This is an optimization exercise on Yosys and OpenROAD, whose aim is small area and a short achievable clock period, not a production implementation. In this exercise RTL edits were held to simulation tests only and were not proved equivalent to the original.

$ cat design/flow/design.v
module dma_desc_sched #(
    parameter int NUM_CH = 4,
    parameter int DESC_DEPTH = 4,
    parameter int ALIGN_CHECK = 1,
    localparam int CW = (NUM_CH > 1) ? $clog2(NUM_CH) : 1,
    localparam int PW = $clog2(DESC_DEPTH),
    localparam int DW = 96,
    localparam int EW = 35,
    localparam int OffsetWidth = 2
) (
    input  logic                 clk,
    input  logic                 rst,
    input  logic [NUM_CH-1:0]    push_valid_i,
    input  logic [NUM_CH*DW-1:0] push_desc_i,
    output logic [NUM_CH-1:0]    push_ready_o,
    output logic                 eng_valid_o,
    input  logic                 eng_ready_i,
    output logic [DW-1:0]        eng_desc_o,
    output logic [CW-1:0]        eng_ch_o,
    input  logic                 eng_done_i,
    input  logic [EW-1:0]        eng_err_i,
    input  logic [NUM_CH-1:0]    clr_i,
    output logic [NUM_CH-1:0]    ch_active_o,
    output logic [NUM_CH-1:0]    ch_done_o,
    output logic [NUM_CH-1:0]    ch_err_o,
    output logic [EW-1:0]        err_info_o,
    output logic                 irq_o
);
    localparam logic [1:0] IDLE = 2'd0, ISSUE = 2'd1, WAIT = 2'd2;
    localparam logic [1:0] DMA_NO_ERR = 2'd0, DMA_UNALIGNED_ERR = 2'd3;
    logic [1:0]           r_state, w_state_nx;
    logic [DW-1:0]        r_mem [NUM_CH*DESC_DEPTH];
    logic [PW-1:0]        r_wp [NUM_CH];
    logic [PW-1:0]        r_rp [NUM_CH];
    logic [PW:0]          r_cnt [NUM_CH];
    logic [CW-1:0]        r_ptr, w_ptr_nx, r_ch, w_g;
    logic [CW:0]          w_k;
    logic [DW-1:0]        r_desc, w_head;
    logic [31:0]          w_head_src, w_head_dst, w_head_len;
    logic [NUM_CH-1:0]    r_done, r_err, w_elig, w_push, w_pop, w_flush, w_set_done, w_set_err;
    logic [31:0]          r_err_addr, w_err_addr;
    logic [1:0]           r_err_src, w_err_src;
    logic                 w_any, w_err_ld, w_ld_desc, w_src_bad, w_dst_bad;
    logic                 w_eng_err_valid;
    logic [1:0]           w_eng_err_src;
    logic [31:0]          w_eng_err_addr;
    assign w_eng_err_valid = eng_err_i[34];
    assign w_eng_err_src   = eng_err_i[33:32];
    assign w_eng_err_addr  = eng_err_i[31:0];
    always_comb begin
        for (int c = 0; c < NUM_CH; c++) begin
            w_elig[c] = (r_cnt[c] != '0) && !r_err[c];
            push_ready_o[c] = (r_cnt[c] < (PW+1)'(DESC_DEPTH)) && !r_err[c];
            w_push[c] = push_valid_i[c] && push_ready_o[c];
            ch_active_o[c] = (r_cnt[c] != '0) || (r_state != IDLE && r_ch == CW'(c));
        end
    end
    always_comb begin
        w_any = 1'b0;
        w_g = '0;
        w_k = '0;
        for (int i = NUM_CH - 1; i >= 0; i--) begin
            w_k = {1'b0, r_ptr} + (CW+1)'(i);
            if (w_k >= (CW+1)'(NUM_CH)) w_k = w_k - (CW+1)'(NUM_CH);
            if (w_elig[w_k[CW-1:0]]) begin
                w_any = 1'b1;
                w_g = w_k[CW-1:0];
            end
        end
    end
    assign w_head = r_mem[w_g*DESC_DEPTH + r_rp[w_g]];
    assign w_head_src = w_head[95:64];
    assign w_head_dst = w_head[63:32];
    assign w_head_len = w_head[31:0];
    assign w_src_bad = (ALIGN_CHECK != 0) && (w_head_src[OffsetWidth-1:0] != '0);
    assign w_dst_bad = (ALIGN_CHECK != 0) && (w_head_dst[OffsetWidth-1:0] != '0);
    always_comb begin
        w_state_nx = r_state;
        w_ptr_nx = r_ptr;
        w_pop = '0;
        w_flush = '0;
        w_set_done = '0;
        w_set_err = '0;
        w_err_ld = 1'b0;
        w_err_addr = r_err_addr;
        w_err_src = r_err_src;
        w_ld_desc = 1'b0;
        case (r_state)
            IDLE: if (w_any) begin
                w_pop[w_g] = 1'b1;
                w_ptr_nx = (w_g == CW'(NUM_CH - 1)) ? '0 : w_g + 1'b1;
                if (w_head_len == '0) begin
                    w_set_done[w_g] = 1'b1;
                end else if (w_src_bad || w_dst_bad) begin
                    w_flush[w_g] = 1'b1;
                    w_set_err[w_g] = 1'b1;
                    w_err_ld = 1'b1;
                    w_err_src = DMA_UNALIGNED_ERR;
                    w_err_addr = w_src_bad ? w_head_src : w_head_dst;
                end else begin
                    w_ld_desc = 1'b1;
                    w_state_nx = ISSUE;
                end
            end
            ISSUE: w_state_nx = eng_ready_i ? WAIT : ISSUE;
            WAIT: if (w_eng_err_valid) begin
                w_flush[r_ch] = 1'b1;
                w_set_err[r_ch] = 1'b1;
                w_err_ld = 1'b1;
                w_err_src = w_eng_err_src;
                w_err_addr = w_eng_err_addr;
                w_state_nx = IDLE;
            end else if (eng_done_i) begin
                w_set_done[r_ch] = 1'b1;
                w_state_nx = IDLE;
            end
            default: w_state_nx = IDLE;
        endcase
    end
    always_ff @(posedge clk) begin
        for (int c = 0; c < NUM_CH; c++)
            if (w_push[c]) r_mem[c*DESC_DEPTH + r_wp[c]] <= push_desc_i[c*DW +: DW];
    end
    always_ff @(posedge clk) begin
        if (rst) begin
            r_state <= IDLE;
            r_ptr <= '0;
            r_ch <= '0;
            r_desc <= '0;
            r_done <= '0;
            r_err <= '0;
            r_err_addr <= '0;
            r_err_src <= DMA_NO_ERR;
            for (int c = 0; c < NUM_CH; c++) begin
                r_wp[c] <= '0;
                r_rp[c] <= '0;
                r_cnt[c] <= '0;
            end
        end else begin
            r_state <= w_state_nx;
            r_ptr <= w_ptr_nx;
            if (w_ld_desc) begin
                r_desc <= w_head;
                r_ch <= w_g;
            end
            r_done <= w_set_done | (r_done & ~clr_i);
            r_err <= w_set_err | (r_err & ~clr_i);
            if (w_err_ld) begin
                r_err_addr <= w_err_addr;
                r_err_src <= w_err_src;
            end
            for (int c = 0; c < NUM_CH; c++) begin
                if (w_flush[c]) begin
                    r_rp[c] <= r_wp[c];
                    r_cnt[c] <= '0;
                end else begin
                    if (w_push[c]) r_wp[c] <= r_wp[c] + 1'b1;
                    if (w_pop[c]) r_rp[c] <= r_rp[c] + 1'b1;
                    r_cnt[c] <= r_cnt[c] + (PW+1)'(w_push[c]) - (PW+1)'(w_pop[c]);
                end
            end
        end
    end
    assign eng_valid_o = (r_state == ISSUE);
    assign eng_desc_o = r_desc;
    assign eng_ch_o = r_ch;
    assign ch_done_o = r_done;
    assign ch_err_o = r_err;
    assign err_info_o = {|r_err, r_err_src, r_err_addr};
    assign irq_o = |(r_done | r_err);
endmodule
$ cat design/flow/config.mk
export PLATFORM = sky130hd
export DESIGN_NAME = dma_desc_sched
export DESIGN_NICKNAME = dma_desc_sched
export VERILOG_FILES = /design/flow/design.v
export SDC_FILE = /design/flow/constraint.sdc
export NUM_CORES = 4
export LEC_CHECK = 0
export CAP_MARGIN = 20
export CORE_MARGIN = 2
export CORE_UTILIZATION = 40
export SLEW_MARGIN = 20
$ cat design/flow/constraint.sdc
create_clock -name core_clock -period 6.5 [get_ports {clk}]
set_input_delay 1.3000 -clock core_clock [delete_from_list [all_inputs] [get_ports {clk}]]
set_output_delay 1.3000 -clock core_clock [all_outputs]
set_load 0.01 [all_outputs]
$ cat design/flow/run.sh
#!/bin/bash
# synth_recipe.tcl (not shown) runs the flow's synth.tcl, then flattens the netlist and writes it again
# the make line also repeats each setting of config.mk as NAME=value (left out here)
make -C /OpenROAD-flow-scripts/flow DESIGN_CONFIG=/design/flow/config.mk WORK_HOME=/design/flow/orfs CLKGATE_MAP_FILE= SYNTH_SCRIPT=/design/flow/synth_recipe.tcl finish
==> results.cfg <==
[global_route]
antenna_found_initial = 82
grt_pass1_vias = 44600
grt-ovfl-total = 0
gr-usage-all-layers_pct = 26.8
grt_max_degree = 203
grt_pass1_wl_mm = 333

[worst_setup_path]
slowest_delay_ns = 0.61
reg2reg_slack_ns = 0.27
crit_chain = or3_1, a211oi_1, o21a_2, nor2_8, ha_1, and2_2, or3_4, nand3_4, buf_12, buf_4, buf_4, buf_4, buf_4, nand3_1, nand3_1, nand4_1, mux2i_1, a211oi_1, o21ai_0, nand2_1
rr_endpoint = r_err_addr[31]$_SDFFE_PP0P_
cp_max_fo = 50
critPathLaunchType = flip-flop
required_ns = 7.21
worst_ep_arrival_time_ns = 6.94
crit_type = flip-flop to flip-flop
path_common_cell = buf_4
worstRegToRegCells = 20
endpoint_kind = flip-flop
cpMaxStageDelayCell = buf_4
regToRegStartpoint = r_cnt[3][1]$_SDFF_PP0_

[clock_tree]
clkSinkCount = 1708
worstSkewPairLatency_ns = 0.84
postCtsHoldBufs = 0
cts_buffers = 182
clockRootBuffer = clkbuf_16
cts_tree = done
clk_path_buf_depth = 3
cts-htree-levels = 4
cts.clk_slew.worst_paths_ns = 0.06

[detailed_routing]
antenna_left = 0
drt_iter0_drc = 5130
wl_per_cell_um = 28.7
vias = 46900
routed_wl_mm = 239
dr.pass1.iters = 6
viasPerCell = 5.64
remaining_drc_errors = 0

[sta]
fmax_mhz = 160
worstMarginPinSlew_ns = 1.09
fin_crit_ns = 6.23
maxSlewHeadroom_pct = 27.1
tns_ns = 0
fin_crit_sh_pct = 95.9
finClkSkew_ns = 0.0384
drv_slew = 0
rsz0062_at_grt = no
finalSetupViolCount = 0
hold_violations = 0

[finish]
seqCellArea_mm2 = 0.0496
multiInputGateArea_mm2 = 0.0173
drive_above_1_share_pct = 8.43
utilization_pct = 49.0
nets = 6352
fillers = 14700
area_delta_synth_final_pct = 21.7
fin_cells = 8318

[yosys]
avgSynthCellArea_um2 = 12.8
synthCells = 5341
synth_mux_area_share_pct = 2.59
ys_seq_elements = 1708
synth_cell_types = 89
async_reset_ff_share_pct = 0
yosys.area_share.simple_pct = 16.4
yosysWarnings = 4
synth_top_family_by_area = simple AND/OR/NAND/NOR gates
yosysSeqAreaShare_pct = 72.6
synthAdderAreaFrac_pct = 0.593
syn-cell-area_mm2 = 0.0683
synth-compound-area-share_pct = 5.19
synth_edf_count = 1536
synthesis.nets = 5802
synth-xor-area-share_pct = 0.218
ys.flop_type = edfxtp_1

[place]
dp_cells = 7922
gp_congestion = 0.886
port-buffer-count = 581
place_hpwl_mm = 154

[die]
die_w_um = 417
die_area_mm2 = 0.174
coreArea_mm2 = 0.169
num_rows = 151
fp.dieH_um = 417
pin_count = 582
start_util_pct = 40.3

[outcome]
status = complete, no violations

[hold_path]
min_path_type = flip-flop to flip-flop
min_from = r_desc[63]$_SDFFE_PP0P_
hold-path-endpoint = r_desc[63]$_SDFFE_PP0P_
whs_path_depth = 2

[run]
max-cap-violations = 0
-- placed cells by master, fill, tap and decap left out, types with 13 or more instances in the layout --
cell type | synthesis | final
a221oi_1 | 15 | 13
bufinv_16 | 0 | 13
nor3_1 | 28 | 27
clkinv_1 | 0 | 38
clkdlybuf4s50_1 | 0 | 580
diode_2 | 0 | 50
mux2_2 | 18 | 18
edfxtp_1 | 1536 | 1536
dfxtp_1 | 172 | 171
o21ai_0 | 60 | 60
o31ai_1 | 16 | 16
ha_1 | 26 | 26
a32oi_1 | 32 | 32
nand2_1 | 1413 | 1412
inv_1 | 30 | 29
buf_12 | 0 | 25
and3_4 | 0 | 16
mux2i_1 | 141 | 141
o2111ai_1 | 37 | 37
a311oi_1 | 16 | 16
clkbuf_8 | 0 | 14
and2_1 | 21 | 20
a21oi_1 | 103 | 102
clkbuf_16 | 0 | 187
a31oi_1 | 23 | 23
and3_1 | 36 | 20
clkbuf_1 | 254 | 31
buf_4 | 12 | 119
or3_1 | 14 | 14
nor2_1 | 99 | 97
clkinv_2 | 0 | 37
nand3_1 | 801 | 801
nand4_1 | 69 | 69
a211oi_1 | 63 | 63
-- worst max path at each step --
| stage | from | to | slack, ns | cells after the start |
|---|---|---|---|---|
| 6_report | r_cnt[3][1]$_SDFF_PP0_ | r_err_addr[31]$_SDFFE_PP0P_ | 0.27 | 20 |
| 5_1_grt | r_cnt[3][1]$_SDFF_PP0_ | r_err_addr[31]$_SDFFE_PP0P_ | 0.04 | 20 |
| 4_1_cts | r_cnt[3][1]$_SDFF_PP0_ | r_desc[57]$_SDFFE_PP0P_ | 0.23 | 19 |
| 3_5_place_dp | r_cnt[1][1]$_SDFF_PP0_ | r_desc[57]$_SDFFE_PP0P_ | 0.28 | 19 |
| 3_3_place_gp | r_cnt[3][1]$_SDFF_PP0_ | r_desc[63]$_SDFFE_PP0P_ | 0.40 | 19 |
| 2_1_floorplan | r_cnt[3][1]$_SDFF_PP0_ | r_wp[0][0]$_SDFFE_PP0P_ | 1.62 | 19 |
-- synthesized netlist by cell type, types with 12 or more instances --
library cell | number | area [um2]
nand2_1 | 1413 | 5300
nand3_1 | 801 | 4010
o21ai_0 | 60 | 300
nor2_1 | 99 | 372
nor3_1 | 28 | 140
mux2i_1 | 141 | 1410
buf_2 | 41 | 205
a21oi_1 | 103 | 515
a211oi_1 | 63 | 473
buf_4 | 12 | 90.1
a311oi_1 | 16 | 140
ha_1 | 26 | 325
buf_1 | 37 | 139
dfxtp_1 | 172 | 3440
nand4_1 | 69 | 432
clkbuf_1 | 254 | 953
or3_1 | 14 | 87.6
buf_6 | 16 | 180
inv_1 | 30 | 113
and3_1 | 36 | 225
edfxtp_1 | 1536 | 46100
o31ai_1 | 16 | 120
and2_1 | 21 | 131
mux2_2 | 18 | 203
o2111ai_1 | 37 | 324
a31oi_1 | 23 | 144
a221oi_1 | 15 | 131
a32oi_1 | 32 | 280
-- logic make-up after synthesis --
logic type | Yosys count
AO/OA/AOI/OAI | 488
AND/OR/NAND/NOR | 2539
XOR/XNOR | 17
adder cells (fa/ha/maj) | 30
flip-flops | 1708
buffers and inverters | 393
multiplexers | 166
-- per-stage QoR --
stage	hold slack (ns)	cell area, um2	worst slack [ns]
floorplan	0.476	68300	1.62
global placement	0.448	76900	0.402
detailed placement	0.446	76900	0.284
CTS	0.453	82900	0.231
global route	0.475	83100	0.0385
finish	0.454	83100	0.269
-- timing repair --
| action | in CTS | in global routing |
|---|---|---|
| endpoints found under the hold margin | 0 | 0 |
| endpoints found under the setup margin | 0 | 130 |
| resized for setup | 0 | 3 |
| setup buffers | 0 | 3 |
-- metal layers --
metal / up-vias / share of wire (%) / global-route usage [%]
met5: - / 0.12 / 0
met4: 42 / 7.2 / 18.1
met3: 548 / 7.1 / 5.20
met2: 2070 / 48 / 43.3
met1: 23400 / 38 / 32.5
li1: 20800 / - / -
-- registers in the layout, indices dropped and copies added (netlist names) --
register	count
r_rp	8
r_cnt	12
r_mem	1536
r_err	4
r_wp	8
r_err_src	2
r_err_addr	32
r_desc	96
r_state	2
r_ch	2
r_done	4
r_ptr	2
-- area by class of cell --
cell class              count  area share [%]
inverters                  33           0.154
clock buffers             232            6.00
clock inverters           111            1.25
repair buffers            726            8.69
flip-flops and latches   1708            59.6
well taps                2218            3.34
multi-input cells        3240            20.8
diodes                     50           0.151
-- critical path: cells and delay by family (launching register included) --
family / cells / cell delay, ns
and+or+nand+nor: 9 / 2.21
buffers and inverters: 5 / 1.83
AOI/OAI and AO/OA: 4 / 0.92
DFF: 1 / 0.36
muxes: 1 / 0.33
adders and majority gates: 1 / 0.30

what the ideal ports hide:
The results above use ideal ports. As a check the final layout listed here was re-extracted and re-timed, cells and wires unchanged. Step 1 (the two cells are an assumption about what drives the block):
set clk [get_ports {clk}]
set_driving_cell -lib_cell sky130_fd_sc_hd__clkbuf_16 $clk
set_driving_cell -lib_cell sky130_fd_sc_hd__buf_2 [delete_from_list [all_inputs] $clk]
Step 2, shift: input delay + t, output delay - t, t = (earliest + latest rising clock arrival at the registers) / 2. This alone moves slack from input paths to output paths. Three values: no drivers, after step 1, after step 2; two values: the first two.
t, ns: 0.897
setup WS [ns]: 0.269 / 0.269 / 0.269
latest minus earliest clock arrival (ns): 0.039 / 0.038
worst data-port slew with drivers (ns): 0.22
pins driven straight from the clock port: 1
After both steps setup and hold are still met in this run. For this run, drivers alone change the setup slack by 0.000 ns; drivers and shift together by 0.000 ns.
